Background: an optimization exercise with open tools, aiming at small area, a short achievable clock period and few clock cycles per item. Do not read the settings as production practice.
The RTL was checked by simulation tests, not by an equivalence proof against the original design.

$ cat flow/flow/run.sh
#!/bin/bash
# Layout flow: the standard flow, except that
#  - synthesis maps the logic with the ABC script in flow/synth.abc (area-oriented
#    mapping that keeps the xor structure of the s-boxes) instead of ORFS's speed script;
#  - the make calls get the extra settings in EXTRA (repair aims at a larger setup margin).
# Everything else (yosys synth -nofsm -noshare, flattening, renaming, floorplan to finish,
# the final DEF) is the standard flow.
set -euo pipefail
W=$PWD
F=$W/flow
EXTRA="SETUP_SLACK_MARGIN=5.5"

# ORFS synthesis script with only the abc script replaced
sed -e 's|^\( *\)log_cmd abc {\*}\$abc_args|\1set abc_args [lreplace $abc_args 1 1 '"$F"'/synth.abc]\n\1log_cmd abc {*}$abc_args|' \
  "$FLOW_HOME/scripts/synth.tcl" > "$W/synth_custom.tcl"
grep -q "$F/synth.abc" "$W/synth_custom.tcl"
sed -e 's|source \$::env(SCRIPTS_DIR)/synth.tcl|source '"$W"'/synth_custom.tcl|' synth_recipe.tcl > "$W/synth_recipe_custom.tcl"
grep -q "synth_custom.tcl" "$W/synth_recipe_custom.tcl"

# standard.sh with the extra settings; synthesis also with the custom script
sed -e 's|"\${@:-finish}"|'"$EXTRA"' "${@:-finish}"|' standard.sh > "$W/layout_custom.sh"
grep -q "$EXTRA" "$W/layout_custom.sh"
sed -e 's|SYNTH_SCRIPT=[^ ]*|SYNTH_SCRIPT='"$W"'/synth_recipe_custom.tcl|' "$W/layout_custom.sh" > "$W/synth_custom.sh"

bash "$W/synth_custom.sh" synth > "$W/synth.log" 2>&1
bash "$W/layout_custom.sh" > "$W/layout.log" 2>&1
$ cat flow/flow/synth.abc
strash
&get -n
&dch -f
&nf -R 1000
&put
$ cat flow/standard.sh
#!/bin/bash
# synth_recipe.tcl (not shown) runs the flow's synth.tcl, then flattens the netlist and writes it again
# the make line also repeats each setting of config.mk as NAME=value (left out here)
make -C /OpenROAD-flow-scripts/flow DESIGN_CONFIG=/design/flow/config.mk WORK_HOME=/design/flow/orfs CLKGATE_MAP_FILE= SYNTH_SCRIPT=/design/flow/synth_recipe.tcl "${@:-finish}"
$ cat flow/config.mk
export PLATFORM = sky130hd
export DESIGN_NAME = aes_top
export DESIGN_NICKNAME = aes_top
export VERILOG_FILES = /design/flow/design.v
export SDC_FILE = /design/flow/constraint.sdc
export NUM_CORES = 4
export LEC_CHECK = 0
export CAP_MARGIN = 20
export CELL_PAD_IN_SITES_DETAIL_PLACEMENT = 1
export CELL_PAD_IN_SITES_GLOBAL_PLACEMENT = 2
export CORE_MARGIN = 2
export CORE_UTILIZATION = 40
export PLACE_DENSITY = 0.55
export SLEW_MARGIN = 20
$ cat flow/constraint.sdc
create_clock -name core_clock -period 10.0 [get_ports {clk}]
set_input_delay 2.0000 -clock core_clock [delete_from_list [all_inputs] [get_ports {clk}]]
set_output_delay 2.0000 -clock core_clock [all_outputs]
set_load 0.01 [all_outputs]
$ cat flow/design.v
package aes_pkg;
  localparam int NUM_ROUNDS = 10;   
  localparam logic [7:0] REG_KEY0   = 8'h00;   
  localparam logic [7:0] REG_PT0    = 8'h10;   
  localparam logic [7:0] REG_CTRL   = 8'h20;   
  localparam logic [7:0] REG_STATUS = 8'h24;   
  localparam logic [7:0] REG_CT0    = 8'h30;   
  localparam logic [1:0] RESP_OKAY   = 2'b00;
  localparam logic [1:0] RESP_SLVERR = 2'b10;
  function automatic logic [7:0] xtime(input logic [7:0] b);
    xtime = {b[6:0], 1'b0} ^ (b[7] ? 8'h1b : 8'h00);
  endfunction
  function automatic logic [7:0] rcon(input logic [3:0] round);
    logic [7:0] rc;
    case (round)
      4'd1:    rc = 8'h01;
      4'd2:    rc = 8'h02;
      4'd3:    rc = 8'h04;
      4'd4:    rc = 8'h08;
      4'd5:    rc = 8'h10;
      4'd6:    rc = 8'h20;
      4'd7:    rc = 8'h40;
      4'd8:    rc = 8'h80;
      4'd9:    rc = 8'h1b;
      4'd10:   rc = 8'h36;
      default: rc = 8'h00;
    endcase
    rcon = rc;
  endfunction
endpackage
module aes_sbox2 (
  input  logic [7:0] a,        
  output logic [3:0] m_next,   
  input  logic [3:0] m,        
  output logic [7:0] y         
);
  logic U0, U1, U2, U3, U4, U5, U6, U7;
  logic T1, T2, T3, T4, T5, T6, T7, T8, T9, T10, T11, T12;
  logic T13, T14, T15, T16, T17, T18, T19, T20, T21, T22, T23, T24;
  logic T25, T26, T27, M1, M2, M3, M4, M5, M6, M7, M8, M9;
  logic M10, M11, M12, M13, M14, M15, M16, M17, M18, M19, M20, M21;
  logic M22, M23, M24, M25, M26, M27, M28, M29, M30, M31, M32, M33;
  logic M34, M35, M36, M41, M42, M43, M44, M45, M46, M47, M48, M49;
  logic M50, M51, M52, M53, M54, M55, M56, M57, M58, M59, M60, M61;
  logic M62, M63, L0, L1, L2, L3, L4, L5, L6, L7, L8, L9;
  logic L10, L11, L12, L13, L14, L15, L16, L17, L18, L19, L20, L21;
  logic L22, L23, L24, L25, L26, L27, L28, L29;
  logic M37, M38, M39, M40;       
  logic M37_d, M38_d, M39_d, M40_d;
  assign {U0, U1, U2, U3, U4, U5, U6, U7} = a;   
  assign T1 = U0 ^ U3;
  assign T2 = U0 ^ U5;
  assign T3 = U0 ^ U6;
  assign T4 = U3 ^ U5;
  assign T5 = U4 ^ U6;
  assign T6 = T1 ^ T5;
  assign T7 = U1 ^ U2;
  assign T8 = U7 ^ T6;
  assign T9 = U7 ^ T7;
  assign T10 = T6 ^ T7;
  assign T11 = U1 ^ U5;
  assign T12 = U2 ^ U5;
  assign T13 = T3 ^ T4;
  assign T14 = T6 ^ T11;
  assign T15 = T5 ^ T11;
  assign T16 = T5 ^ T12;
  assign T17 = T9 ^ T16;
  assign T18 = U3 ^ U7;
  assign T19 = T7 ^ T18;
  assign T20 = T1 ^ T19;
  assign T21 = U6 ^ U7;
  assign T22 = T7 ^ T21;
  assign T23 = T2 ^ T22;
  assign T24 = T2 ^ T10;
  assign T25 = T20 ^ T17;
  assign T26 = T3 ^ T16;
  assign T27 = T1 ^ T12;
  assign M1 = T13 & T6;
  assign M2 = T23 & T8;
  assign M3 = T14 ^ M1;
  assign M4 = T19 & U7;
  assign M5 = M4 ^ M1;
  assign M6 = T3 & T16;
  assign M7 = T22 & T9;
  assign M8 = T26 ^ M6;
  assign M9 = T20 & T17;
  assign M10 = M9 ^ M6;
  assign M11 = T1 & T15;
  assign M12 = T4 & T27;
  assign M13 = M12 ^ M11;
  assign M14 = T2 & T10;
  assign M15 = M14 ^ M11;
  assign M16 = M3 ^ M2;
  assign M17 = M5 ^ T24;
  assign M18 = M8 ^ M7;
  assign M19 = M10 ^ M15;
  assign M20 = M16 ^ M13;
  assign M21 = M17 ^ M15;
  assign M22 = M18 ^ M13;
  assign M23 = M19 ^ T25;
  assign M24 = M22 ^ M23;
  assign M25 = M22 & M20;
  assign M26 = M21 ^ M25;
  assign M27 = M20 ^ M21;
  assign M28 = M23 ^ M25;
  assign M29 = M28 & M27;
  assign M30 = M26 & M24;
  assign M31 = M20 & M23;
  assign M32 = M27 & M31;
  assign M33 = M27 ^ M25;
  assign M34 = M21 & M22;
  assign M35 = M24 & M34;
  assign M36 = M24 ^ M25;
  assign M37_d = M21 ^ M29;
  assign M38_d = M32 ^ M33;
  assign M39_d = M23 ^ M30;
  assign M40_d = M35 ^ M36;
  assign m_next = {M37_d, M38_d, M39_d, M40_d};
  assign {M37, M38, M39, M40} = m;
  assign M41 = M38 ^ M40;
  assign M42 = M37 ^ M39;
  assign M43 = M37 ^ M38;
  assign M44 = M39 ^ M40;
  assign M45 = M42 ^ M41;
  assign M46 = M44 & T6;
  assign M47 = M40 & T8;
  assign M48 = M39 & U7;
  assign M49 = M43 & T16;
  assign M50 = M38 & T9;
  assign M51 = M37 & T17;
  assign M52 = M42 & T15;
  assign M53 = M45 & T27;
  assign M54 = M41 & T10;
  assign M55 = M44 & T13;
  assign M56 = M40 & T23;
  assign M57 = M39 & T19;
  assign M58 = M43 & T3;
  assign M59 = M38 & T22;
  assign M60 = M37 & T20;
  assign M61 = M42 & T1;
  assign M62 = M45 & T4;
  assign M63 = M41 & T2;
  assign L0 = M61 ^ M62;
  assign L1 = M50 ^ M56;
  assign L2 = M46 ^ M48;
  assign L3 = M47 ^ M55;
  assign L4 = M54 ^ M58;
  assign L5 = M49 ^ M61;
  assign L6 = M62 ^ L5;
  assign L7 = M46 ^ L3;
  assign L8 = M51 ^ M59;
  assign L9 = M52 ^ M53;
  assign L10 = M53 ^ L4;
  assign L11 = M60 ^ L2;
  assign L12 = M48 ^ M51;
  assign L13 = M50 ^ L0;
  assign L14 = M52 ^ M61;
  assign L15 = M55 ^ L1;
  assign L16 = M56 ^ L0;
  assign L17 = M57 ^ L1;
  assign L18 = M58 ^ L8;
  assign L19 = M63 ^ L4;
  assign L20 = L0 ^ L1;
  assign L21 = L1 ^ L7;
  assign L22 = L3 ^ L12;
  assign L23 = L18 ^ L2;
  assign L24 = L15 ^ L9;
  assign L25 = L6 ^ L10;
  assign L26 = L7 ^ L9;
  assign L27 = L8 ^ L10;
  assign L28 = L11 ^ L14;
  assign L29 = L11 ^ L17;
  assign y[7] = L6 ^ L24;
  assign y[6] = ~(L16 ^ L26);
  assign y[5] = ~(L19 ^ L28);
  assign y[4] = L6 ^ L21;
  assign y[3] = L20 ^ L22;
  assign y[2] = L25 ^ L29;
  assign y[1] = ~(L13 ^ L27);
  assign y[0] = ~(L6 ^ L23);
endmodule
module aes_round (
  input  logic [127:0] state_in,
  output logic [63:0]  mid_next,    
  input  logic [63:0]  mid,         
  input  logic         final_round,   
  output logic [127:0] state_out
);
  logic [127:0] shifted;   
  for (genvar c = 0; c < 4; c++)
  begin : g_col
    for (genvar r = 0; r < 4; r++)
    begin : g_row
      aes_sbox2 i_sbox (
        .a      (state_in[127 - 8*(4*((c + r) % 4) + r) -: 8]),
        .m_next (mid_next[63 - 4*(4*c + r) -: 4]),
        .m      (mid[63 - 4*(4*c + r) -: 4]),
        .y      (shifted[127 - 8*(4*c + r) -: 8])
      );
    end
    logic [7:0] s0, s1, s2, s3;
    logic [7:0] p0, p1, p2, p3;
    logic [31:0] mixed, plain;
    assign s0 = shifted[127 - 8*(4*c)     -: 8];
    assign s1 = shifted[127 - 8*(4*c + 1) -: 8];
    assign s2 = shifted[127 - 8*(4*c + 2) -: 8];
    assign s3 = shifted[127 - 8*(4*c + 3) -: 8];
    assign p0 = s0 ^ s1;
    assign p1 = s1 ^ s2;
    assign p2 = s2 ^ s3;
    assign p3 = s3 ^ s0;
    assign mixed[31:24] = aes_pkg::xtime(p0) ^ p1 ^ s3;
    assign mixed[23:16] = aes_pkg::xtime(p1) ^ p2 ^ s0;
    assign mixed[15:8]  = aes_pkg::xtime(p2) ^ p3 ^ s1;
    assign mixed[7:0]   = aes_pkg::xtime(p3) ^ p0 ^ s2;
    assign plain        = {s0, s1, s2, s3};
    assign state_out[127 - 32*c -: 32] = final_round ? plain : mixed;
  end
endmodule
module aes_key_sched (
  input  logic [127:0] key_in,      
  output logic [15:0]  kmid_next,
  input  logic [15:0]  kmid,
  input  logic [7:0]   rcon,
  output logic [127:0] round_key
);
  logic [31:0] w0, w1, w2, w3;
  logic [31:0] temp;
  logic [31:0] p1, p2, p3;
  assign {w0, w1, w2, w3} = key_in;
  aes_sbox2 i_sb0 (.a (w3[23:16]), .m_next (kmid_next[15:12]), .m (kmid[15:12]), .y (temp[31:24]));
  aes_sbox2 i_sb1 (.a (w3[15:8]),  .m_next (kmid_next[11:8]),  .m (kmid[11:8]),  .y (temp[23:16]));
  aes_sbox2 i_sb2 (.a (w3[7:0]),   .m_next (kmid_next[7:4]),   .m (kmid[7:4]),   .y (temp[15:8]));
  aes_sbox2 i_sb3 (.a (w3[31:24]), .m_next (kmid_next[3:0]),   .m (kmid[3:0]),   .y (temp[7:0]));
  assign p1 = w0 ^ w1;
  assign p2 = p1 ^ w2;
  assign p3 = p2 ^ w3;
  assign round_key[127:96] = (w0 ^ {rcon, 24'h0}) ^ temp;
  assign round_key[95:64]  = (p1 ^ {rcon, 24'h0}) ^ temp;
  assign round_key[63:32]  = (p2 ^ {rcon, 24'h0}) ^ temp;
  assign round_key[31:0]   = (p3 ^ {rcon, 24'h0}) ^ temp;
endmodule
`timescale 1ns/1ps
module aes_core (
  input  logic         clk,
  input  logic         reset,
  input  logic         start,        
  input  logic [127:0] key,
  input  logic [127:0] plaintext,
  output logic         busy,         
  output logic         done,         
  output logic         finish,       
  output logic [127:0] ciphertext
);
  logic [127:0] state_q;     
  logic [127:0] key_q;       
  logic [63:0]  mid_q;       
  logic [63:0]  mid_d;
  logic [15:0]  kmid_q;      
  logic [15:0]  kmid_d;
  logic [127:0] round_key;   
  logic [127:0] round_out;   
  logic [127:0] key_d;
  logic         load;
  logic [3:0]   round_q;     
  logic         phase_q;
  logic         busy_q;
  logic         done_q;
  logic         last;
  assign last = round_q == 4'(aes_pkg::NUM_ROUNDS);
  aes_key_sched i_key_sched (
    .key_in    (key_q),
    .kmid_next (kmid_d),
    .kmid      (kmid_q),
    .rcon      (aes_pkg::rcon(round_q)),
    .round_key (round_key)
  );
  aes_round i_round (
    .state_in    (state_q),
    .mid_next    (mid_d),
    .mid         (mid_q),
    .final_round (last),
    .state_out   (round_out)
  );
  assign key_d = busy_q ? round_key : key;
  assign load = busy_q ? phase_q : start;
  always_ff @(posedge clk)
  begin
    mid_q  <= mid_d;
    kmid_q <= kmid_d;
    if (!busy_q || phase_q)
      key_q <= key_d;
    if (load)
      state_q <= (busy_q ? round_out : plaintext) ^ key_d;
  end
  always_ff @(posedge clk or negedge reset)
  begin
    if (!reset)
    begin
      round_q <= '0;
      phase_q <= 1'b0;
      busy_q  <= 1'b0;
      done_q  <= 1'b0;
    end
    else if (start)
    begin
      round_q <= 4'd1;
      phase_q <= 1'b0;
      busy_q  <= 1'b1;
      done_q  <= 1'b0;   
    end
    else if (busy_q)
    begin
      phase_q <= !phase_q;
      if (phase_q)
      begin
        if (last)
        begin
          busy_q <= 1'b0;
          done_q <= 1'b1;
        end
        else
          round_q <= round_q + 4'd1;
      end
    end
  end
  assign busy       = busy_q;
  assign done       = done_q;
  assign finish     = busy_q && last;
  assign ciphertext = state_q;
endmodule
`timescale 1ns/1ps
module aes_axil_write #(
  parameter int ADDR_W = 8
) (
  input  logic              clk,
  input  logic              reset,
  input  logic [ADDR_W-1:0] awaddr,
  input  logic              awvalid,
  output logic              awready,
  input  logic [31:0]       wdata,
  input  logic [3:0]        wstrb,
  input  logic              wvalid,
  output logic              wready,
  output logic [1:0]        bresp,
  output logic              bvalid,
  input  logic              bready,
  output logic              start,       
  output logic [127:0]      key,
  output logic [127:0]      plaintext,
  input  logic              busy
);
  localparam logic [ADDR_W-1:0] KEY_A  = ADDR_W'(aes_pkg::REG_KEY0);
  localparam logic [ADDR_W-1:0] PT_A   = ADDR_W'(aes_pkg::REG_PT0);
  localparam logic [ADDR_W-1:0] CTRL_A = ADDR_W'(aes_pkg::REG_CTRL);
  localparam logic [ADDR_W-1:0] STAT_A = ADDR_W'(aes_pkg::REG_STATUS);
  localparam logic [ADDR_W-1:0] CT_A   = ADDR_W'(aes_pkg::REG_CT0);
  logic         ready_q;   
  logic         accept;
  logic         is_key, is_pt, is_ctrl, is_stat, is_ct;
  logic         mapped;
  logic [1:0]   word;
  logic [127:0] key_q;
  logic [127:0] pt_q;
  assign accept  = awvalid && wvalid && ready_q;   
  assign awready = ready_q;
  assign wready  = ready_q;
  assign word    = awaddr[3:2];                                 
  assign is_key  = awaddr[ADDR_W-1:4] == KEY_A[ADDR_W-1:4];    
  assign is_pt   = awaddr[ADDR_W-1:4] == PT_A[ADDR_W-1:4];
  assign is_ct   = awaddr[ADDR_W-1:4] == CT_A[ADDR_W-1:4];     
  assign is_ctrl = awaddr[ADDR_W-1:2] == CTRL_A[ADDR_W-1:2];
  assign is_stat = awaddr[ADDR_W-1:2] == STAT_A[ADDR_W-1:2];   
  assign mapped  = is_key || is_pt || is_ctrl || is_stat || is_ct;
  assign start     = accept && is_ctrl && wdata[0] && !busy;
  assign key       = key_q;
  assign plaintext = pt_q;
  always_ff @(posedge clk or negedge reset)
  begin
    if (!reset)
    begin
      key_q <= '0;
      pt_q  <= '0;
    end
    else if (accept)
    begin
      for (int k = 0; k < 4; k++)
      begin
        if (wstrb[k] && is_key)
          key_q[32 * (3 - int'(word)) + 8*k +: 8] <= wdata[8*k +: 8];
        if (wstrb[k] && is_pt)
          pt_q[32 * (3 - int'(word)) + 8*k +: 8] <= wdata[8*k +: 8];
      end
    end
  end
  always_ff @(posedge clk or negedge reset)
  begin
    if (!reset)
    begin
      ready_q <= 1'b0;
      bvalid  <= 1'b0;
      bresp   <= aes_pkg::RESP_OKAY;
    end
    else if (accept)
    begin
      ready_q <= 1'b0;
      bvalid  <= 1'b1;   
      bresp   <= mapped ? aes_pkg::RESP_OKAY : aes_pkg::RESP_SLVERR;
    end
    else if (bvalid)
    begin
      if (bready)
      begin
        bvalid  <= 1'b0;
        ready_q <= 1'b1;
      end
    end
    else
      ready_q <= 1'b1;   
  end
endmodule
`timescale 1ns/1ps
module aes_axil_read #(
  parameter int ADDR_W = 8
) (
  input  logic              clk,
  input  logic              reset,
  input  logic [ADDR_W-1:0] araddr,
  input  logic              arvalid,
  output logic              arready,
  output logic [31:0]       rdata,
  output logic [1:0]        rresp,
  output logic              rvalid,
  input  logic              rready,
  input  logic [127:0]      plaintext,
  input  logic              busy,
  input  logic              done,
  input  logic              finish,      
  input  logic [127:0]      ciphertext
);
  localparam logic [ADDR_W-1:0] KEY_A  = ADDR_W'(aes_pkg::REG_KEY0);
  localparam logic [ADDR_W-1:0] PT_A   = ADDR_W'(aes_pkg::REG_PT0);
  localparam logic [ADDR_W-1:0] CTRL_A = ADDR_W'(aes_pkg::REG_CTRL);
  localparam logic [ADDR_W-1:0] STAT_A = ADDR_W'(aes_pkg::REG_STATUS);
  localparam logic [ADDR_W-1:0] CT_A   = ADDR_W'(aes_pkg::REG_CT0);
  logic        accept;
  logic        is_stat;
  logic        wait_q;    
  logic        respond;
  logic [1:0]  word;
  logic [1:0]  status;    
  logic [31:0] rd_data;
  logic [1:0]  rd_resp;
  assign accept  = arvalid && arready;
  assign word    = araddr[3:2];
  assign is_stat = araddr[ADDR_W-1:2] == STAT_A[ADDR_W-1:2];
  assign status  = finish ? 2'b10 : {done, busy};
  assign respond = accept ? !(is_stat && busy && !finish) : (wait_q && (finish || !busy));
  always_comb
  begin
    rd_data = '0;
    rd_resp = aes_pkg::RESP_OKAY;
    if (!accept)
      rd_data = {30'b0, status};   
    else if (araddr[ADDR_W-1:4] == PT_A[ADDR_W-1:4])
      rd_data = plaintext[32 * (3 - int'(word)) +: 32];
    else if (araddr[ADDR_W-1:4] == CT_A[ADDR_W-1:4])
      rd_data = ciphertext[32 * (3 - int'(word)) +: 32];
    else if (is_stat)
      rd_data = {30'b0, status};
    else if (araddr[ADDR_W-1:4] != KEY_A[ADDR_W-1:4]
             && araddr[ADDR_W-1:2] != CTRL_A[ADDR_W-1:2])
      rd_resp = aes_pkg::RESP_SLVERR;   
  end
  always_ff @(posedge clk or negedge reset)
  begin
    if (!reset)
    begin
      arready <= 1'b0;
      rvalid  <= 1'b0;
      wait_q  <= 1'b0;
    end
    else if (respond)
    begin
      arready <= 1'b0;   
      rvalid  <= 1'b1;
      wait_q  <= 1'b0;
    end
    else if (accept)
    begin
      arready <= 1'b0;
      wait_q  <= 1'b1;
    end
    else if (rvalid && rready)
    begin
      rvalid  <= 1'b0;
      arready <= 1'b1;
    end
    else if (!rvalid && !wait_q)
      arready <= 1'b1;   
  end
  always_ff @(posedge clk)
  begin
    if (respond)
    begin
      rdata <= rd_data;
      rresp <= rd_resp;
    end
  end
endmodule
`timescale 1ns/1ps
module aes_top #(
  parameter int ADDR_W = 8
) (
  input  logic              clk,
  input  logic              reset,
  input  logic [ADDR_W-1:0] awaddr,
  input  logic              awvalid,
  output logic              awready,
  input  logic [31:0]       wdata,
  input  logic [3:0]        wstrb,
  input  logic              wvalid,
  output logic              wready,
  output logic [1:0]        bresp,
  output logic              bvalid,
  input  logic              bready,
  input  logic [ADDR_W-1:0] araddr,
  input  logic              arvalid,
  output logic              arready,
  output logic [31:0]       rdata,
  output logic [1:0]        rresp,
  output logic              rvalid,
  input  logic              rready
);
  logic         start;        
  logic [127:0] key;
  logic [127:0] plaintext;
  logic         busy;         
  logic         done;         
  logic         finish;       
  logic [127:0] ciphertext;
  aes_axil_write #(.ADDR_W(ADDR_W)) i_axil_write (
    .clk       (clk),
    .reset     (reset),
    .awaddr    (awaddr),
    .awvalid   (awvalid),
    .awready   (awready),
    .wdata     (wdata),
    .wstrb     (wstrb),
    .wvalid    (wvalid),
    .wready    (wready),
    .bresp     (bresp),
    .bvalid    (bvalid),
    .bready    (bready),
    .start     (start),
    .key       (key),
    .plaintext (plaintext),
    .busy      (busy)
  );
  aes_core i_core (
    .clk        (clk),
    .reset      (reset),
    .start      (start),
    .key        (key),
    .plaintext  (plaintext),
    .busy       (busy),
    .done       (done),
    .finish     (finish),
    .ciphertext (ciphertext)
  );
  aes_axil_read #(.ADDR_W(ADDR_W)) i_axil_read (
    .clk        (clk),
    .reset      (reset),
    .araddr     (araddr),
    .arvalid    (arvalid),
    .arready    (arready),
    .rdata      (rdata),
    .rresp      (rresp),
    .rvalid     (rvalid),
    .rready     (rready),
    .plaintext  (plaintext),
    .busy       (busy),
    .done       (done),
    .finish     (finish),
    .ciphertext (ciphertext)
  );
endmodule
==> results of run 1 <==
## timing repair
| action | CTS | global route |
|---|---|---|
| gates resized for setup | 148 | 115 |
| buffers inserted | 7 | 12 |
| cloned | 2 | 0 |
| pin swaps | 8 | 6 |
| hold buffers | 0 | 0 |
| endpoints found under the setup margin | 230 | 218 |
## per-stage QoR
step	util	worst slack [ns]	cells	hold slack [ns]
2_1_floorplan	-	3.42	5271	0.443
3_3_place_gp	0.434	3.85	7104	0.461
3_5_place_dp	0.434	3.82	7104	0.469
4_1_cts	0.465	5.44	7268	0.483
5_1_grt	0.473	5.40	7281	0.504
6_report	0.473	5.54	7282	0.477
## layout make-up
class / count / area (µm²) / area share
Timing Repair Buffer: 219 / 1940 / 0.0333
Clock buffer: 119 / 2350 / 0.0402
Tap cell: 1637 / 2050 / 0.0351
Inverter: 76 / 287 / 0.00491
Antenna cell: 1 / 2.50 / 0.0000429
Multi-Input combinational cell: 4556 / 34400 / 0.590
Clock inverter: 36 / 270 / 0.00463
Sequential cell: 638 / 17000 / 0.292
## cell families (layout without fill, tap and decap cells)
kind of cell / count (synthesis) / after routing
compound gates: 891 / 891
fa+ha+maj: 50 / 50
mux: 49 / 49
xor+xnor: 2282 / 2282
flops: 638 / 638
other cells: 1 / 3
simple gates: 1280 / 1282
buf+inv: 79 / 450
## placed cells by master (no fill, tap or decap), types with 6 or more instances in the layout
master / n
a22o_1: 64
clkbuf_16: 86
xnor2_2: 128
and2_0: 31
dfxtp_1: 80
nor2b_1: 34
mux2_1: 14
xnor2_1: 1404
a21oi_1: 305
dfrtp_1: 268
a31oi_1: 6
clkbuf_8: 7
clkinv_1: 81
clkbuf_1: 26
o21ai_0: 277
nand2b_1: 86
buf_4: 121
clkinvlp_4: 6
xor2_1: 655
mux4_2: 32
ha_1: 50
and3_1: 35
o41ai_1: 17
xnor2_4: 23
o22ai_1: 100
clkinv_2: 15
edfxtp_1: 289
xor2_4: 7
nand3_1: 84
nor2_1: 391
nand2_1: 578
a22oi_1: 12
xor2_2: 63
clkdlybuf4s50_1: 88
o221ai_1: 41
nor3_1: 22
a221oi_1: 27
o211ai_1: 11
## layer usage
metal / part of all wire / up-vias / GRT usage
li1: - / 18400 / -
met1: 0.45 / 20400 / 0.444
met2: 0.45 / 1204 / 0.502
met3: 0.060 / 336 / 0.0490
met4: 0.044 / 2 / 0.119
met5: 0.000064 / - / 0
## sequential cells by signal, indices dropped and copies added, names as in the netlist, 4 cells and up
name	cells
i_axil_read.rdata	32
i_axil_write.key_q	128
i_axil_write.pt_q	128
i_core.key_q	128
i_core.kmid_q	16
i_core.mid_q	64
i_core.round_q	4
i_core.state_q	128
## critical path, stage by stage, from the launching register on
cell,delay [ns]
edfxtp_1,0.62
xnor2_2,0.43
xnor2_2,0.23
xnor2_1,0.19
nand2_1,0.10
xnor2_1,0.31
xor2_1,0.22
xnor2_2,0.51
xnor2_1,0.21
xor2_1,0.19
xnor2_1,0.51
o221ai_1,0.25
xnor2_1,0.41
## how the worst min path moves through the flow
stage | depth (start not counted) | slack (ns) | to
floorplan | 2 | 0.44 | i_axil_write.key_q[16]$_DFFE_PN0P_
CTS | 2 | 0.48 | i_axil_write.key_q[57]$_DFFE_PN0P_
detailed placement | 2 | 0.47 | i_axil_write.key_q[24]$_DFFE_PN0P_
global placement | 2 | 0.46 | i_axil_write.key_q[52]$_DFFE_PN0P_
global route | 2 | 0.50 | i_axil_write.key_q[57]$_DFFE_PN0P_
finish | 2 | 0.48 | i_axil_write.key_q[57]$_DFFE_PN0P_
==> impl_metrics.toml, run 1 <==
[run_status]
status = "finished clean"

[cells_and_area]
drive_gt1_frac = 0.0944
finalNetCount = 5683
fin_area_um2 = 58300
area_delta_synth_final_pct = 17.6
fillers = 13900

[sta]
tns_ns = 0
hold_viol_final = 0
drv_slew = 0
rsz0062_at_grt = "yes"
tightest_slew_ns = 1.13
fmax_ghz = 0.224
fin_crit_ns = 4.46
setup_viol = 0
fin_worst_skew_ns = 0.0325
relSlewSlack = 0.242
period_share = 0.446

[critical_path]
worstSetupPathType = "reg -> reg"
worstPathRequired_ns = 10.45
critPathLaunch = "i_core.state_q[97]$_DFFE_PP_"
r2r-end = "i_core.state_q[71]$_DFFE_PP_"
reg2reg_depth = 12
critPathCaptureType = "flip-flop"
critPathArrivalTime_ns = 4.91
start_kind = "flip-flop"
rr_startpoint = "i_core.state_q[97]$_DFFE_PP_"
cp_max_fo = 6
reg2reg_slack_ns = 5.54
worstSetupEndpoint = "i_core.state_q[71]$_DFFE_PP_"

[floorplanning]
start_util = 0.402
die-width_um = 356
core_area_um2 = 123000
rows = 129
die_y_um = 356
ios = 100
dieArea_um2 = 127000

[synthesis]
synth_compound_area_frac = 0.107
synthDistinctLibCells = 47
ys_ff_latch = 638
synth-xor-area-share = 0.404
synth-edff-count = 289
synth.top_cell.area_share = 0.275
synthArstFlopShare = 0.422
ys.flop_type = "edfxtp_1"
synth_top_family_by_area = "XOR/XNOR gates"
synth-simple-area-share = 0.110
synthTopCellsByArea = "xnor2_1, edfxtp_1, dfrtp_1, xor2_1, nand2_1"
synthMuxAreaShare = 0.0183
yosysWarningCount = 4
synthAdderAreaFrac = 0.0126
synth_top_cell_by_area = "xnor2_1"
avgSynthCellArea_um2 = 9.41
syn-instance-count = 5270
synth_area_um2 = 49600
synth.most_common_cell = "xnor2_1"
synthTopCellsByCount = "xnor2_1, xor2_1, nand2_1, nor2_1, a21oi_1"
ys_seq_area_frac = 0.343

[worst_hold_path]
hold_path_class = "reg -> reg"
hp-start = "i_axil_write.key_q[57]$_DFFE_PN0P_"

[route]
antenna_left = 0
drtIter0Drc = 3366
wire_per_inst_um = 28.1
wirelength_mm = 204
drt-vias-per-instance = 5.55
dr.pass1.iters = 5
vias = 40400
drc = 0

[cts]
cts_tree = "yes"
cts-root-buf = "clkbuf_16"
path_clk_slew_ns = 0.06
cts_inserted_buffers = 83
cts-htree-levels = 3
cts_max_path_buffers = 3
clock_latency_ns = 0.72
clock_sinks = 638

[global_route]
grt_first_pass_wirelength_mm = 295
grt_max_degree = 149
antenna_found_initial = 3
grt_usage = 0.320
grt_overflow = 0
grt_pass1_vias = 40800

[flow_run]
max_cap_viol_count = 0

[place]
gp_congestion = 0.952
port_buffers = 93
dp_hpwl_mm = 156
post_dp_cell_area_um2 = 53500
Testbench counts, summed over its fixed seeds: cycles 5,056, blocks 128.
==> run 2, diff against run 1 <==
--- a/flow/config.mk
+++ b/flow/config.mk
@@ -10,5 +10,6 @@
 export CELL_PAD_IN_SITES_GLOBAL_PLACEMENT = 2
 export CORE_MARGIN = 2
 export CORE_UTILIZATION = 40
+export CTS_BUF_LIST = sky130_fd_sc_hd__clkbuf_4 sky130_fd_sc_hd__clkbuf_8
 export PLACE_DENSITY = 0.55
 export SLEW_MARGIN = 20
==> run 2 against run 1 <==
Effect of this change: synthesized cell count is the same; critical path type is now in -> reg; setup slack hardly changed; area after synthesis unchanged; register-to-register slack improved by 0.03 ns; critical path depth shrank 1; still clean; worst hold slack worse by 0.00091 ns; sequential share of layout area down 0.19 points; non-clock buffer count increased by 8.
==> impl_metrics.toml, run 2 <==
[cts]
path_clk_slew_ns = 0.06
cts-htree-levels = 4
clock_sinks = 638
cts_tree = "yes"
cts-root-buf = "clkbuf_8"
cts_inserted_buffers = 131
clock_latency_ns = 0.88
cts_max_path_buffers = 3

[critical_path]
worst_path_most_repeated_cell = "buf_4"
crit_chain = "buf_2 > buf_4 > clkinv_2 > buf_6 > ha_1 > buf_4 > and4b_1 > nand4b_1 > buf_4 > nand2_8 > buf_6"
worstSetupPathType = "in -> reg"
start_kind = "input port"
critPathMaxStageDelay_ns = 0.51
critPathCaptureType = "flip-flop"
cp_max_fo = 56
path_buf_inv = 7
slowest_stage = "buf_6"
critPathTopFamily = "buffers and inverters"
critPathArrivalTime_ns = 4.96
worstPathRequired_ns = 10.50

[synthesis]
synth-simple-area-share = 0.110
synth_compound_area_frac = 0.107
synthAdderAreaFrac = 0.0126
ys_ff_latch = 638
ys.flop_type = "edfxtp_1"
synthTopCellsByArea = "xnor2_1, edfxtp_1, dfrtp_1, xor2_1, nand2_1"
synthMuxAreaShare = 0.0183
synthTopCellsByCount = "xnor2_1, xor2_1, nand2_1, nor2_1, a21oi_1"
synthArstFlopShare = 0.422
synth_area_um2 = 49600
synth_top_family_by_area = "XOR/XNOR gates"
ys_seq_area_frac = 0.343
synthDistinctLibCells = 47
syn-instance-count = 5270
synth.top_cell.area_share = 0.275
avgSynthCellArea_um2 = 9.41
synth_top_cell_by_area = "xnor2_1"
synth-edff-count = 289
yosysWarningCount = 4
synth-xor-area-share = 0.404
synth.most_common_cell = "xnor2_1"

[place]
dp_hpwl_mm = 156
post_dp_cell_area_um2 = 53500
port_buffers = 93
gp_congestion = 0.952

[route]
drc = 0
vias = 40900
drtIter0Drc = 3476
wirelength_mm = 206
dr.pass1.iters = 6
drt-vias-per-instance = 5.54
wire_per_inst_um = 27.8
antenna_left = 0

[cells_and_area]
fin_area_um2 = 58700
finalNetCount = 5739
mostFrequentLayoutCell = "xnor2_1"
area_delta_synth_final_pct = 18.4
drive_gt1_frac = 0.116
layout_common_cells = "xnor2_1, xor2_1, nand2_1"

[global_route]
grt_max_degree = 149
antenna_found_initial = 6
grt_usage = 0.321
grt_pass1_vias = 41300
grt_first_pass_wirelength_mm = 296
grt_overflow = 0

[floorplanning]
rows = 129
core_area_um2 = 123000
die_y_um = 356
start_util = 0.402
die-width_um = 356
dieArea_um2 = 127000
ios = 100

[sta]
fmax_ghz = 0.224
setup_viol = 0
tightest_slew_ns = 1.13
hold_viol_final = 0
drv_slew = 0
rsz0062_at_grt = "yes"
tns_ns = 0
fin_crit_ns = 4.46
relSlewSlack = 0.245
fin_worst_skew_ns = 0.0391
period_share = 0.446

[worst_hold_path]
hold_path_class = "reg -> reg"

[run_status]
status = "finished clean"

[flow_run]
max_cap_viol_count = 0
-- run 2: cell counts after synthesis --
No cell type changed its count.
-- run 2: layout make-up --
type | count | area, µm²
fillers | 13900 | 64600
inverters | 76 | 287
clock inverters | 41 | 392
well taps | 1637 | 2050
diodes | 3 | 7.51
repair buffers | 227 | 2000
multi-input cells | 4556 | 34500
flip-flops and latches | 638 | 17000
clock buffers | 202 | 2490
-- run 2: worst paths after layout --
check	startpoint	end	slack (ns)	cells after the start
setup / recovery	awaddr[2]	i_core.state_q[14]$_DFFE_PP_	5.54	11
hold / removal	i_axil_write.key_q[57]$_DFFE_PN0P_	i_axil_write.key_q[57]$_DFFE_PN0P_	0.48	2
setup reg to reg	i_core.state_q[101]$_DFFE_PP_	i_core.state_q[67]$_DFFE_PP_	5.57	14
hold reg to reg	i_axil_write.key_q[57]$_DFFE_PN0P_	i_axil_write.key_q[57]$_DFFE_PN0P_	0.48	2
max in group asynchronous	reset	i_core.busy_q$_DFF_PN0_	7.39	2
min in group asynchronous	reset	i_axil_write.key_q[34]$_DFFE_PN0P_	1.05	1
-- run 2: cells by family (layout without fill, tap and decap cells) --
family,after synthesis,count (layout)
buf+inv,79,546
simple gates,1280,1282
xor+xnor,2282,2282
mux,49,49
fa+ha+maj,50,50
flops,638,638
other cells,1,5
compound gates,891,891
-- run 2: timing repair --
action | CTS | global route
hold buffers | 0 | 0
resized for setup | 147 | 120
pin swaps | 8 | 8
gates cloned | 2 | 0
endpoints found under the setup margin | 157 | 111
setup buffers | 12 | 15
-- run 2: worst min-delay path: stages (launching register included) --
cell	delay, ns
dfrtp_1	0.34
nand2_1	0.05
o21ai_0	0.06
-- run 2: stage by stage --
step	utilization	instances	hold slack [ns]	setup slack, ns
6_report	0.476	7380	0.476	5.54
5_1_grt	0.476	7379	0.505	5.45
4_1_cts	0.468	7361	0.481	5.44
3_5_place_dp	0.434	7104	0.469	3.82
3_3_place_gp	0.434	7104	0.461	3.85
2_1_floorplan	-	5271	0.443	3.42
-- run 2: metal layers --
metal / GRT usage / vias to the layer above / routed length, µm
met4: 0.119 / 2 / 8270
met3: 0.0593 / 365 / 13300
met5: 0 / - / 16
li1: - / 18600 / -
met1: 0.441 / 20600 / 90900
met2: 0.504 / 1338 / 93000
==> run 3, diff against run 2 <==
--- a/flow/flow/run.sh
+++ b/flow/flow/run.sh
@@ -8,7 +8,7 @@
 set -euo pipefail
 W=$PWD
 F=$W/flow
-EXTRA="SETUP_SLACK_MARGIN=5.5"
+EXTRA="SETUP_SLACK_MARGIN=5.75"
 
 # ORFS synthesis script with only the abc script replaced
 sed -e 's|^\( *\)log_cmd abc {\*}\$abc_args|\1set abc_args [lreplace $abc_args 1 1 '"$F"'/synth.abc]\n\1log_cmd abc {*}$abc_args|' \
--- a/flow/config.mk
+++ b/flow/config.mk
@@ -10,6 +10,5 @@
 export CELL_PAD_IN_SITES_GLOBAL_PLACEMENT = 2
 export CORE_MARGIN = 2
 export CORE_UTILIZATION = 40
-export CTS_BUF_LIST = sky130_fd_sc_hd__clkbuf_4 sky130_fd_sc_hd__clkbuf_8
 export PLACE_DENSITY = 0.55
 export SLEW_MARGIN = 20
==> run 3 against run 2 <==
Effect of this change: worst hold slack improved by 0.0013 ns; sequential cell count did not move; synthesized cell count did not move; clock skew fell by 0.013 ns; critical path type is now reg -> reg; critical endpoint is now i_core.state_q[115]$_DFFE_PP_; highest routed layer unchanged.
==> impl_metrics.toml, run 3 <==
[route]
wirelength_mm = 208
drtIter0Drc = 3197
antenna_left = 0
drc = 0
dr.pass1.iters = 6
vias = 41100
drt-vias-per-instance = 5.55
wire_per_inst_um = 28.1

[cells_and_area]
finalNetCount = 5810
drive_gt1_frac = 0.148
mostFrequentLayoutCell = "xnor2_1"
area_delta_synth_final_pct = 24.1
layout_common_cells = "xnor2_1, xor2_1, nand2_1"
antenna_cells = 0
fin_area_um2 = 61600

[global_route]
use_met3 = 0.0430
antenna_found_initial = 5
met1_usage = 0.447
grt_pass1_vias = 41700
top_usage_layer = "met2"
grt_usage = 0.323
grt_first_pass_wirelength_mm = 299
met2_usage = 0.511
grt_overflow = 0
grt_max_degree = 136

[synthesis]
ys_ff_latch = 638
synth_top_cell_by_area = "xnor2_1"
ys_seq_area_frac = 0.343
synth-edff-count = 289
synth.top_cell.area_share = 0.275
synthTopCellsByCount = "xnor2_1, xor2_1, nand2_1, nor2_1, a21oi_1"
yosysWarningCount = 4
synthTopCellsByArea = "xnor2_1, edfxtp_1, dfrtp_1, xor2_1, nand2_1"
synth.most_common_cell = "xnor2_1"
avgSynthCellArea_um2 = 9.41
synthDistinctLibCells = 47
synth_area_um2 = 49600
syn-instance-count = 5270
synthArstFlopShare = 0.422
ys.flop_type = "edfxtp_1"

[critical_path]
crit_chain = "xor2_2 > buf_4 > xnor2_2 > xnor2_1 > nand2_1 > xor2_1 > xnor2_1 > xnor2_4 > buf_12 > xor2_1 > xor2_1 > xnor2_1 > xnor2_1 > a21oi_1 > xor2_1"
critPathArrivalTime_ns = 4.64
cp_max_fo = 6
slowest_stage = "edfxtp_1"
critPathCaptureType = "flip-flop"
worstPathRequired_ns = 10.41
path_buf_inv = 2
reg2reg_slack_ns = 5.77
worstSetupPathType = "reg -> reg"
r2r-end = "i_core.state_q[115]$_DFFE_PP_"
rr_startpoint = "i_core.state_q[1]$_DFFE_PP_"
reg2reg_depth = 15
critPathMaxStageDelay_ns = 0.55
cp.depth = 15
critPathTopFamily = "XOR/XNOR gates"
start_kind = "flip-flop"

[cts]
clock_latency_ns = 0.69
cts_tree = "yes"
cts_max_path_buffers = 3
cts_inserted_buffers = 83
cts-htree-levels = 3
clock_sinks = 638
path_clk_slew_ns = 0.06
cts-root-buf = "clkbuf_16"

[floorplanning]
ios = 100
die_y_um = 356
start_util = 0.402
rows = 129
die-width_um = 356
dieArea_um2 = 127000
core_area_um2 = 123000

[sta]
fin_crit_ns = 4.23
tns_ns = 0
rsz0062_at_grt = "yes"
tightest_slew_ns = 1.13
fin_worst_skew_ns = 0.0256
hold_viol_final = 0
relSlewSlack = 0.245
period_share = 0.423
fin_ws_ns = 5.77
setup_viol = 0
fmax_ghz = 0.236
drv_slew = 0

[flow_run]
max_cap_viol_count = 0

[worst_hold_path]
hp-start = "i_axil_write.key_q[1]$_DFFE_PN0P_"
min_to = "i_axil_write.key_q[1]$_DFFE_PN0P_"
hold_path_class = "reg -> reg"
hold_depth = 2

[place]
dp_hpwl_mm = 156
dp_slack_ns = 4.10
post_dp_cell_area_um2 = 53500
port_buffers = 93
gp_congestion = 0.960

[run_status]
status = "finished clean"
[run 3: layer usage]
metal	part of all wire	wire length, µm	up-vias
met4	0.045	9270	4
li1	-	-	18700
met5	0.00013	27	-
met2	0.45	94300	1217
met1	0.44	91700	20900
met3	0.061	12600	337
[run 3: kinds of logic after synthesis]
| logic type | after synthesis | synth area share |
|---|---|---|
| and+or+nand+nor | 1280 | 0.110 |
| buffers and inverters | 79 | 0.00621 |
| muxes | 49 | 0.0183 |
| DFF | 638 | 0.343 |
| AOI/OAI and AO/OA | 891 | 0.107 |
| other | 1 | 0.0000756 |
| adders and majority gates | 50 | 0.0126 |
| xor gates and xnor gates | 2282 | 0.404 |
[run 3: metrics by stage]
step | cells | util | hold slack (ns)
3_3_place_gp | 7105 | 0.434 | 0.457
2_1_floorplan | 5271 | - | 0.443
4_1_cts | 7300 | 0.477 | 0.482
5_1_grt | 7407 | 0.499 | 0.512
3_5_place_dp | 7105 | 0.434 | 0.470
6_report | 7407 | 0.499 | 0.477
[run 3: how the worst max path moves through the flow]
stage	endpoint	start	slack [ns]
2_1_floorplan	i_core.key_q[0]$_DFFE_PP_	i_core.busy_q$_DFF_PN0_	3.42
5_1_grt	i_core.state_q[115]$_DFFE_PP_	i_core.state_q[1]$_DFFE_PP_	5.65
3_5_place_dp	i_core.state_q[2]$_DFFE_PP_	awaddr[2]	4.10
6_report	i_core.state_q[115]$_DFFE_PP_	i_core.state_q[1]$_DFFE_PP_	5.77
4_1_cts	i_core.state_q[51]$_DFFE_PP_	i_core.state_q[57]$_DFFE_PP_	5.69
3_3_place_gp	i_core.state_q[2]$_DFFE_PP_	awaddr[2]	4.10
[run 3: layout make-up]
class / count / area (µm²)
fill: 13800 / 61700
multi-input combinational: 4556 / 36500
sequential: 638 / 17000
timing repair buffer: 346 / 2990
clock buffer: 116 / 2380
tap: 1637 / 2050
clock inverter: 38 / 360
inverter: 76 / 288
[run 3: tightest hold or removal path, delay by kind of cell (launching register included)]
kind            cells  cell delay, ns
compound gates      1            0.06
simple gates        1            0.05
flops               1            0.34
[run 3: timing repair]
item | CTS | global route
gates resized for setup | 293 | 223
gates cloned | 2 | 0
setup endpoints to repair | 326 | 219
setup buffers | 39 | 107
hold buffers | 0 | 0
pin swaps | 19 | 48
==> run 4, diff against run 3 <==
--- a/flow/design.v
+++ b/flow/design.v
@@ -447,6 +447,7 @@
   logic        is_stat;
   logic        wait_q;    
   logic        respond;
+  logic        take;      
   logic [1:0]  word;
   logic [1:0]  status;    
   logic [31:0] rd_data;
@@ -456,11 +457,12 @@
   assign is_stat = araddr[ADDR_W-1:2] == STAT_A[ADDR_W-1:2];
   assign status  = finish ? 2'b10 : {done, busy};
   assign respond = accept ? !(is_stat && busy && !finish) : (wait_q && (finish || !busy));
+  assign take = wait_q ? (finish || !busy) : !rvalid;
   always_comb
   begin
     rd_data = '0;
     rd_resp = aes_pkg::RESP_OKAY;
-    if (!accept)
+    if (wait_q)
       rd_data = {30'b0, status};   
     else if (araddr[ADDR_W-1:4] == PT_A[ADDR_W-1:4])
       rd_data = plaintext[32 * (3 - int'(word)) +: 32];
@@ -501,7 +503,7 @@
   end
   always_ff @(posedge clk)
   begin
-    if (respond)
+    if (take)
     begin
       rdata <= rd_data;
       rresp <= rd_resp;
==> run 4 against run 3 <==
Effect of this change: clock skew increased by 0.0092 ns; core utilization decreased by 0.080 points; setup slack got worse by 0.046 ns; non-clock buffer count increased by 5; count of clock-buffer cells in the layout unchanged; register-to-register slack got worse by 0.05 ns; sequential share of layout area about the same.
==> impl_metrics.toml, run 4 <==
[global_route]
grt_overflow = 0
grt_pass1_vias = 41600
grt_usage = 0.321
grt_max_degree = 155
grt_first_pass_wirelength_mm = 297
antenna_found_initial = 4

[flow_run]
max_cap_viol_count = 0

[sta]
setup_viol = 0
rsz0062_at_grt = "yes"
tns_ns = 0
fin_crit_ns = 4.27
relSlewSlack = 0.197
fin_worst_skew_ns = 0.0348
hold_viol_final = 0
tightest_slew_ns = 1.20
period_share = 0.427
drv_slew = 0
fmax_ghz = 0.234

[route]
vias = 40900
wirelength_mm = 207
drtIter0Drc = 3251
dr.pass1.iters = 5
drc = 0
drt-vias-per-instance = 5.51
wire_per_inst_um = 27.9
antenna_left = 0

[cts]
cts_tree = "yes"
path_clk_slew_ns = 0.06
cts-htree-levels = 3
postCtsHoldBufs = 0
cts_max_path_buffers = 3
clock_latency_ns = 0.70
clock_sinks = 638
cts-root-buf = "clkbuf_16"
cts_inserted_buffers = 85

[run_status]
status = "finished clean"

[cells_and_area]
layout_common_cells = "xnor2_1, xor2_1, nand2_1"
mostFrequentLayoutCell = "xnor2_1"
fin_cells = 7416
area_delta_synth_final_pct = 23.9
drive_gt1_frac = 0.144
finalNetCount = 5814

[critical_path]
start_kind = "input port"
cp_max_fo = 37
critPathArrivalTime_ns = 4.81
worstPathRequired_ns = 10.53
critPathCaptureType = "flip-flop"
worstSetupPathType = "in -> reg"

[synthesis]
ys_ff_latch = 638
synthTopCellsByArea = "xnor2_1, edfxtp_1, dfrtp_1, xor2_1, nand2_1"
synth-simple-area-share = 0.110
synth_top_family_by_area = "XOR/XNOR gates"
synth.top_cell.area_share = 0.274
synthDistinctLibCells = 47
avgSynthCellArea_um2 = 9.42
synthTopCellsByCount = "xnor2_1, xor2_1, nand2_1, nor2_1, a21oi_1"
synthMuxAreaShare = 0.0185
synth_top_cell_by_area = "xnor2_1"
synth-xor-area-share = 0.404
ys_seq_area_frac = 0.343
synth-edff-count = 289
synthAdderAreaFrac = 0.0126
ys.flop_type = "edfxtp_1"
synth_area_um2 = 49600
syn-instance-count = 5267
synthArstFlopShare = 0.422
synth_compound_area_frac = 0.105
synth.most_common_cell = "xnor2_1"
yosysWarningCount = 4

[floorplanning]
ios = 100
start_util = 0.402
dieArea_um2 = 127000
core_area_um2 = 123000
die-width_um = 356
rows = 129
die_y_um = 356

[place]
dp_hpwl_mm = 157
port_buffers = 93
gp_congestion = 0.926
placedCellCount = 7107

[worst_hold_path]
hold_path_class = "reg -> reg"
## run 4: cell count changes in the layout (fill, tap and decap cells not counted), moves of 4 or more
cell | before | now
o22ai_1 | 100 | 95
nor2b_1 | 33 | 42
xnor2_4 | 60 | 51
a21oi_1 | 296 | 281
nor3_1 | 22 | 18
xor2_1 | 600 | 620
xor2_2 | 94 | 84
nor2_1 | 389 | 396
xnor2_1 | 1288 | 1310
buf_4 | 240 | 244
bufinv_16 | 6 | 11
xnor2_2 | 207 | 188
## run 4: cell type report
cell class,count,area (µm²)
inverters,79,330
multi-input cells,4550,36100
clock inverters,44,539
fillers,13700,61800
diodes,1,2.50
clock buffers,116,2430
repair buffers,351,3020
well taps,1637,2050
flip-flops and latches,638,17000
## run 4: per-layer routing
metal  global-route usage  share of wire  wire, µm
met5                    0        0.00013        26
met4                0.114          0.040      8310
met2                0.513           0.46     95000
met1                0.438           0.44     91300
met3               0.0547          0.061     12600
## run 4: worst max-delay path, cell delays in order
cell	delay, ns
buf_2	0.10
clkbuf_8	0.25
inv_8	0.24
buf_4	0.48
ha_1	0.73
nand2_1	0.60
nand2_1	0.20
o21ai_0	0.11
## run 4: cells by family (layout without fill, tap and decap cells)
family	after synthesis	count (layout)
AO/OA/AOI/OAI	875	875
buffers and inverters	82	590
flip-flops	638	638
XOR/XNOR	2285	2285
other	1	3
AND/OR/NAND/NOR	1286	1288
adder cells (fa/ha/maj)	50	50
multiplexers	50	50
## run 4: timing repair
| action | CTS | global route |
|---|---|---|
| setup buffers | 33 | 113 |
| pin swaps | 17 | 38 |
| gates cloned | 2 | 0 |
| hold endpoints to repair | 0 | 0 |
| resized for setup | 255 | 214 |
| endpoints found under the setup margin | 364 | 251 |
## run 4: final timing paths
check	startpoint	to	depth (start not counted)	slack [ns]
min	i_axil_write.key_q[58]$_DFFE_PN0P_	i_axil_write.key_q[58]$_DFFE_PN0P_	2	0.48
max reg2reg	i_core.state_q[63]$_DFFE_PP_	i_core.state_q[36]$_DFFE_PP_	14	5.73
max	awaddr[2]	i_axil_write.key_q[60]$_DFFE_PN0P_	8	5.73
min reg2reg	i_axil_write.key_q[58]$_DFFE_PN0P_	i_axil_write.key_q[58]$_DFFE_PN0P_	2	0.48
min in group asynchronous	reset	i_core.phase_q$_DFFE_PN0P_	1	1.26
max in group asynchronous	reset	i_axil_write.key_q[116]$_DFFE_PN0P_	2	7.18
## run 4: through the flow
stage               hold WS (ns)  worst slack (ns)   util  area (µm²)
detailed placement         0.472              3.50  0.434       53500
finish                     0.480              5.73  0.499       61500
floorplan                  0.443              3.45      -       49600
global placement           0.464              3.55  0.434       53500
CTS                        0.484              5.63  0.477       58800
global route               0.508              5.58  0.499       61500
Testbench counts of run 4, summed over its fixed seeds: cycles 5,056, blocks 128.
==> run 5, diff against run 4 <==
--- a/flow/design.v
+++ b/flow/design.v
@@ -362,6 +362,11 @@
   logic [1:0]   word;
   logic [127:0] key_q;
   logic [127:0] pt_q;
+  logic         wr_q;      
+  logic         wkey_q;    
+  logic [1:0]   wword_q;
+  logic [3:0]   wstrb_q;
+  logic [31:0]  wdata_q;
   assign accept  = awvalid && wvalid && ready_q;   
   assign awready = ready_q;
   assign wready  = ready_q;
@@ -375,21 +380,33 @@
   assign start     = accept && is_ctrl && wdata[0] && !busy;
   assign key       = key_q;
   assign plaintext = pt_q;
+  always_ff @(posedge clk)
+  begin
+    wkey_q  <= is_key;
+    wword_q <= word;
+    wstrb_q <= wstrb;
+    wdata_q <= wdata;
+  end
   always_ff @(posedge clk or negedge reset)
   begin
     if (!reset)
     begin
+      wr_q  <= 1'b0;
       key_q <= '0;
       pt_q  <= '0;
     end
-    else if (accept)
+    else
     begin
-      for (int k = 0; k < 4; k++)
+      wr_q <= accept && (is_key || is_pt);
+      if (wr_q)
       begin
-        if (wstrb[k] && is_key)
-          key_q[32 * (3 - int'(word)) + 8*k +: 8] <= wdata[8*k +: 8];
-        if (wstrb[k] && is_pt)
-          pt_q[32 * (3 - int'(word)) + 8*k +: 8] <= wdata[8*k +: 8];
+        for (int k = 0; k < 4; k++)
+        begin
+          if (wstrb_q[k] && wkey_q)
+            key_q[32 * (3 - int'(wword_q)) + 8*k +: 8] <= wdata_q[8*k +: 8];
+          if (wstrb_q[k] && !wkey_q)
+            pt_q[32 * (3 - int'(wword_q)) + 8*k +: 8] <= wdata_q[8*k +: 8];
+        end
       end
     end
   end
==> run 5 against run 4 <==
Effect of this change: critical endpoint is now i_core.state_q[79]$_DFFE_PP_; via count increased by 0.88%; critical path depth increased by 5; core utilization decreased by 0.42 points; area after synthesis increased by 1.8%; design area increased by 0.85%.
==> impl_metrics.toml, run 5 <==
[synthesis]
synth-xor-area-share = 0.397
synth.top_cell.area_share = 0.267
synth.most_common_cell = "xnor2_1"
synthDistinctLibCells = 45
synth_top_cell_by_area = "xnor2_1"
syn-instance-count = 5334
synthArstFlopShare = 0.398
synth_top_family_by_area = "XOR/XNOR gates"
yosysWarningCount = 4
synthTopCellsByCount = "xnor2_1, xor2_1, nand2_1, nor2_1, o21ai_0"
avgSynthCellArea_um2 = 9.46
ys_seq_area_frac = 0.353
synth_area_um2 = 50500
synthTopCellsByArea = "xnor2_1, edfxtp_1, dfrtp_1, xor2_1, dfxtp_1"
synthMuxAreaShare = 0.0196
synth_compound_area_frac = 0.103
ys_ff_latch = 678
synth-edff-count = 289
synthAdderAreaFrac = 0.0124
ys.flop_type = "edfxtp_1"
synth-simple-area-share = 0.107

[cts]
path_clk_slew_ns = 0.06
postCtsHoldBufs = 0
cts_tree = "yes"
cts-htree-levels = 3
cts_inserted_buffers = 85
cts-root-buf = "clkbuf_16"
clock_latency_ns = 0.72
clock_sinks = 678
cts_max_path_buffers = 3

[route]
drc = 0
antenna_left = 0
drt-vias-per-instance = 5.51
vias = 41200
drt-met1-wl_mm = 91.9
dr_wl_met2_mm = 94.7
dr.pass1.iters = 5
top_layer_used = "met5"
wire_per_inst_um = 27.8
wl_met3_mm = 12.6
drtIter0Drc = 3101
wirelength_mm = 208

[floorplanning]
rows = 130
core_area_um2 = 125000
dieArea_um2 = 129000
start_util = 0.403
die_y_um = 359
ios = 100
die-width_um = 359

[sta]
fmax_ghz = 0.238
drv_slew = 0
fin_hold_ws_ns = 0.475
tns_ns = 0
period_share = 0.420
relSlewSlack = 0.254
tightest_slew_ns = 1.12
fin_ws_ns = 5.80
fin_crit_ns = 4.20
setup_viol = 0
fin_worst_skew_ns = 0.0364
hold_viol_final = 0
rsz0062_at_grt = "yes"

[critical_path]
crit_chain = "xnor2_1 > xnor2_1 > nor2_1 > xnor2_1 > xor2_1 > xnor2_1 > xnor2_1 > buf_4 > xor2_4 > xnor2_1 > xnor2_1 > o221ai_1 > xnor2_1"
worstSetupPathType = "reg -> reg"
cp_max_fo = 5
path_buf_inv = 1
critPathArrivalTime_ns = 4.69
start_kind = "flip-flop"
critPathCaptureType = "flip-flop"
critPathTopFamily = "XOR/XNOR gates"
worst_path_most_repeated_cell = "xnor2_1"
slowest_stage = "edfxtp_1"
worstPathRequired_ns = 10.49
critPathMaxStageDelay_ns = 0.59

[cells_and_area]
finalNetCount = 5873
layout_common_cells = "xnor2_1, xor2_1, nand2_1"
mostFrequentLayoutCell = "xnor2_1"
drive_gt1_frac = 0.138
fillers = 14000
utilization = 0.494
area_delta_synth_final_pct = 22.8

[place]
port_buffers = 93
dp_slack_ns = 4.31
dp_hpwl_mm = 157
gp_congestion = 0.931

[global_route]
grt_pass1_vias = 41900
grt_first_pass_wirelength_mm = 299
antenna_found_initial = 3
grt_max_degree = 152
grt_overflow = 0
grt_usage = 0.315

[flow_run]
max_cap_viol_count = 0

[worst_hold_path]
hold_path_class = "reg -> reg"

[run_status]
status = "finished clean"
[run 5: cell types whose count changed in the layout (fill, tap and decap cells not counted), sizes merged, moves of 8 or more]
cell    before   now
buf        262   254
nand2      585   615
clkbuf     117   127
xnor2     1549  1537
o21ai      278   291
nand2b      85    74
mux2i        3    12
xor2       735   751
dfxtp       80   119
[run 5: final timing paths]
path	start	to	slack [ns]	cells after the start
min in group asynchronous	reset	i_axil_write.ready_q$_DFFE_PN0P_	1.36	1
hold / removal	i_axil_write.wdata_q[4]$_DFF_P_	i_axil_write.key_q[4]$_DFFE_PN0P_	0.48	2
setup / recovery	i_core.state_q[90]$_DFFE_PP_	i_core.state_q[79]$_DFFE_PP_	5.80	13
setup reg to reg	i_core.state_q[90]$_DFFE_PP_	i_core.state_q[79]$_DFFE_PP_	5.80	13
max in group asynchronous	reset	i_axil_write.pt_q[112]$_DFFE_PN0P_	6.45	3
hold reg to reg	i_axil_write.wdata_q[4]$_DFF_P_	i_axil_write.key_q[4]$_DFFE_PN0P_	0.48	2
[run 5: cell type report]
| class | instances | area (µm²) | area share |
|---|---|---|---|
| inverter | 95 | 357 | 0.00575 |
| sequential | 678 | 17800 | 0.287 |
| clock buffer | 127 | 2420 | 0.0390 |
| multi-input combinational | 4560 | 36000 | 0.580 |
| clock inverter | 33 | 434 | 0.00700 |
| tap | 1650 | 2060 | 0.0333 |
| timing repair buffer | 344 | 2930 | 0.0473 |
| antenna | 3 | 7.51 | 0.000121 |
[run 5: routing by layer]
layer / up-vias / GRT usage
li1: 18800 / -
met1: 20900 / 0.436
met2: 1218 / 0.496
met3: 322 / 0.0449
met4: 4 / 0.127
met5: - / 0
[run 5: repair_timing]
action                     in CTS  in global routing
resized for setup             247                207
setup endpoints to repair     189                131
gates cloned                    1                  0
pin swaps                      27                 45
setup buffers                  34                113
[run 5: kinds of logic (layout without fill, tap and decap cells)]
logic type | after synthesis | after routing
xor+xnor | 2289 | 2289
simple gates | 1289 | 1290
compound gates | 872 | 872
flops | 678 | 678
buf+inv | 98 | 599
mux | 57 | 57
fa+ha+maj | 50 | 50
other cells | 1 | 5
[run 5: worst register-to-register path, delay by kind of cell, from the launching register on]
family	cells	cell delay, ns
XOR/XNOR	10	2.71
buffers and inverters	1	0.26
AO/OA/AOI/OAI	1	0.31
AND/OR/NAND/NOR	1	0.10
flip-flops	1	0.59
[run 5: stage by stage]
step                      area [µm²]  instances
after CTS                      59400       7373
after global routing           62000       7487
after detailed placement       54300       7178
after global placement         54300       7178
after floorplan                50500       5335
final                          62000       7490
Testbench counts of run 5, summed over its fixed seeds: cycles 5,056, blocks 128.
==> run 6, diff against run 5 <==
--- a/flow/config.mk
+++ b/flow/config.mk
@@ -10,5 +10,7 @@
 export CELL_PAD_IN_SITES_GLOBAL_PLACEMENT = 2
 export CORE_MARGIN = 2
 export CORE_UTILIZATION = 40
+export CTS_CLUSTER_DIAMETER = 80
+export CTS_CLUSTER_SIZE = 28
 export PLACE_DENSITY = 0.55
 export SLEW_MARGIN = 20
==> run 6 against run 5 <==
Effect of this change: still clean on timing, DRC and antenna; area after synthesis is the same; via count decreased by 0.74%; global-route usage shrank 0.22 points; clock skew grew 0.011 ns; core utilization is 0.59 points lower; worst hold slack better by 0.012 ns; synthesized cell count did not move; sequential cell count is the same; sequential share of layout area grew 0.35 points; die area unchanged; final cell count decreased by 0.88%; critical path type unchanged; highest routed layer unchanged.
==> impl_metrics.toml, run 6 <==
[cells_and_area]
layout_common_cells = "xnor2_1, xor2_1, nand2_1"
fin_cells = 7424
fillers = 14000
drive_gt1_frac = 0.136
finalNetCount = 5834

[floorplanning]
rows = 130
core_area_um2 = 125000
ios = 100
die-width_um = 359
die_y_um = 359

[critical_path]
cp_max_fo = 151
start_kind = "flip-flop"
critPathArrivalTime_ns = 4.71
crit_chain = "buf_4 > buf_12 > buf_4 > o211ai_1 > o21ai_0 > xnor2_1"
path_buf_inv = 3
critPathCaptureType = "flip-flop"
slowest_stage = "buf_4"
worst_path_most_repeated_cell = "buf_4"
critPathTopFamily = "buffers and inverters"
worstPathRequired_ns = 10.46

[cts]
cts-htree-levels = 2
path_clk_slew_ns = 0.10
cts_inserted_buffers = 55
clock_sinks = 678
cts-root-buf = "clkbuf_16"

[synthesis]
synthArstFlopShare = 0.398
ys.flop_type = "edfxtp_1"
ys_ff_latch = 678
synthTopCellsByCount = "xnor2_1, xor2_1, nand2_1, nor2_1, o21ai_0"
synthDistinctLibCells = 45
synth-edff-count = 289
yosysWarningCount = 4
synthTopCellsByArea = "xnor2_1, edfxtp_1, dfrtp_1, xor2_1, dfxtp_1"
synth_top_cell_by_area = "xnor2_1"
avgSynthCellArea_um2 = 9.46
syn-instance-count = 5334
synth.most_common_cell = "xnor2_1"

[global_route]
grt_max_degree = 152
grt_pass1_vias = 41700
grt_first_pass_wirelength_mm = 297
grt_usage = 0.313
grt_overflow = 0

[sta]
relSlewSlack = 0.230
period_share = 0.425
fin_hold_ws_ns = 0.488
setup_viol = 0
tightest_slew_ns = 1.15
drv_slew = 0
fin_worst_skew_ns = 0.0472
hold_viol_final = 0
fin_crit_ns = 4.25
fmax_ghz = 0.236
tns_ns = 0

[place]
placedCellCount = 7178
gp_congestion = 0.931

[run_status]
status = "finished clean"

[route]
wire_per_inst_um = 27.9
antenna_left = 0
vias = 40900
drtIter0Drc = 3279
drc = 0
drt-vias-per-instance = 5.51
wirelength_mm = 207

[worst_hold_path]
hold_path_class = "reg -> reg"
-- run 6: cell counts after synthesis --
No cell type changed its count.
-- run 6: worst reg2reg max path, cell delays in order, from the launching register on --
cell,delay (ns)
dfrtp_4,0.69
buf_4,0.69
buf_12,0.54
buf_4,1.14
o211ai_1,0.55
o21ai_0,0.29
xnor2_1,0.10
-- run 6: worst paths after layout --
kind	from	slack [ns]	cells past startpoint	end
min reg2reg	i_axil_write.wdata_q[4]$_DFF_P_	0.49	2	i_axil_write.key_q[4]$_DFFE_PN0P_
max in group asynchronous	reset	6.41	3	i_axil_write.key_q[50]$_DFFE_PN0P_
min in group asynchronous	reset	1.33	1	i_axil_write.key_q[96]$_DFFE_PN0P_
max reg2reg	i_core.busy_q$_DFF_PN0_	5.75	6	i_core.state_q[120]$_DFFE_PP_
max	i_core.busy_q$_DFF_PN0_	5.75	6	i_core.state_q[120]$_DFFE_PP_
min	i_axil_write.wdata_q[4]$_DFF_P_	0.49	2	i_axil_write.key_q[4]$_DFFE_PN0P_
-- run 6: per-stage QoR --
step	setup slack (ns)	utilization	instance area, µm²
3_5_place_dp	4.31	0.433	54300
5_1_grt	5.58	0.488	61300
3_3_place_gp	4.32	0.433	54300
6_report	5.75	0.489	61300
2_1_floorplan	2.88	-	50500
4_1_cts	5.68	0.469	58800
-- run 6: kinds of logic (layout without fill, tap and decap cells) --
logic type      after synthesis  in the layout  share of synthesized area
xor+xnor                   2289           2289                      0.397
simple gates               1289           1290                      0.107
compound gates              872            872                      0.103
flops                       678            678                      0.353
buf+inv                      98            533                    0.00751
mux                          57             57                     0.0196
fa+ha+maj                    50             50                     0.0124
other cells                   1              5                  0.0000743
-- run 6: layout make-up --
| cell class | count | area, µm² | area share |
|---|---|---|---|
| clock inverters | 45 | 757 | 0.0124 |
| well taps | 1650 | 2060 | 0.0337 |
| diodes | 3 | 7.51 | 0.000123 |
| flip-flops and latches | 678 | 17800 | 0.291 |
| inverters | 95 | 357 | 0.00582 |
| multi-input cells | 4560 | 35900 | 0.587 |
| clock buffers | 58 | 1450 | 0.0237 |
| repair buffers | 335 | 2850 | 0.0465 |
-- run 6: what timing repair did --
| item | CTS | global route |
|---|---|---|
| pin swaps | 24 | 38 |
| gates resized for setup | 257 | 197 |
| endpoints found under the setup margin | 192 | 122 |
| cloned | 1 | 0 |
| setup buffers | 36 | 103 |
-- run 6: metal layers --
| metal | up-vias | part of all wire | global-route usage |
|---|---|---|---|
| met3 | 320 | 0.057 | 0.0444 |
| met4 | 6 | 0.040 | 0.116 |
| li1 | 18700 | - | - |
| met1 | 20700 | 0.45 | 0.433 |
| met2 | 1156 | 0.46 | 0.497 |
| met5 | - | 0.00018 | 0 |

[afterwards: timing with drivers on the ports]
No port has a modelled driver above. Below, the same layouts with a new extraction and two added sets of constraints. Step 1, drivers: a clkbuf_16 drives clk and a buf_2 each remaining input, both assumed. Step 2 adds t to the input delays and takes it off the output delays; t is the mean of the earliest and latest rising clock arrival at the registers after step 1. Input paths then give back, and output paths get back, about the clock's delay inside the block. Slacks: ideal ports / drivers / drivers and shift; pairs: ideal ports / drivers.
run | t, ns | setup slack, ns | cell pins on the clock port's net
run 1 | 0.782 | 5.542 / 5.542 / 4.891 | 1
run 2 | 0.941 | 5.543 / 5.568 / 4.664 | 1
run 3 | 0.756 | 5.771 / 5.771 / 5.083 | 1
run 4 | 0.770 | 5.725 / 5.726 / 5.019 | 1
run 5 | 0.781 | 5.803 / 5.803 / 5.225 | 1
run 6 | 0.776 | 5.754 / 5.754 / 5.212 | 1
After both steps every run listed still meets setup and hold. For run 2, which loses most, drivers alone change the setup slack by +0.025 ns; drivers and shift together by -0.879 ns.
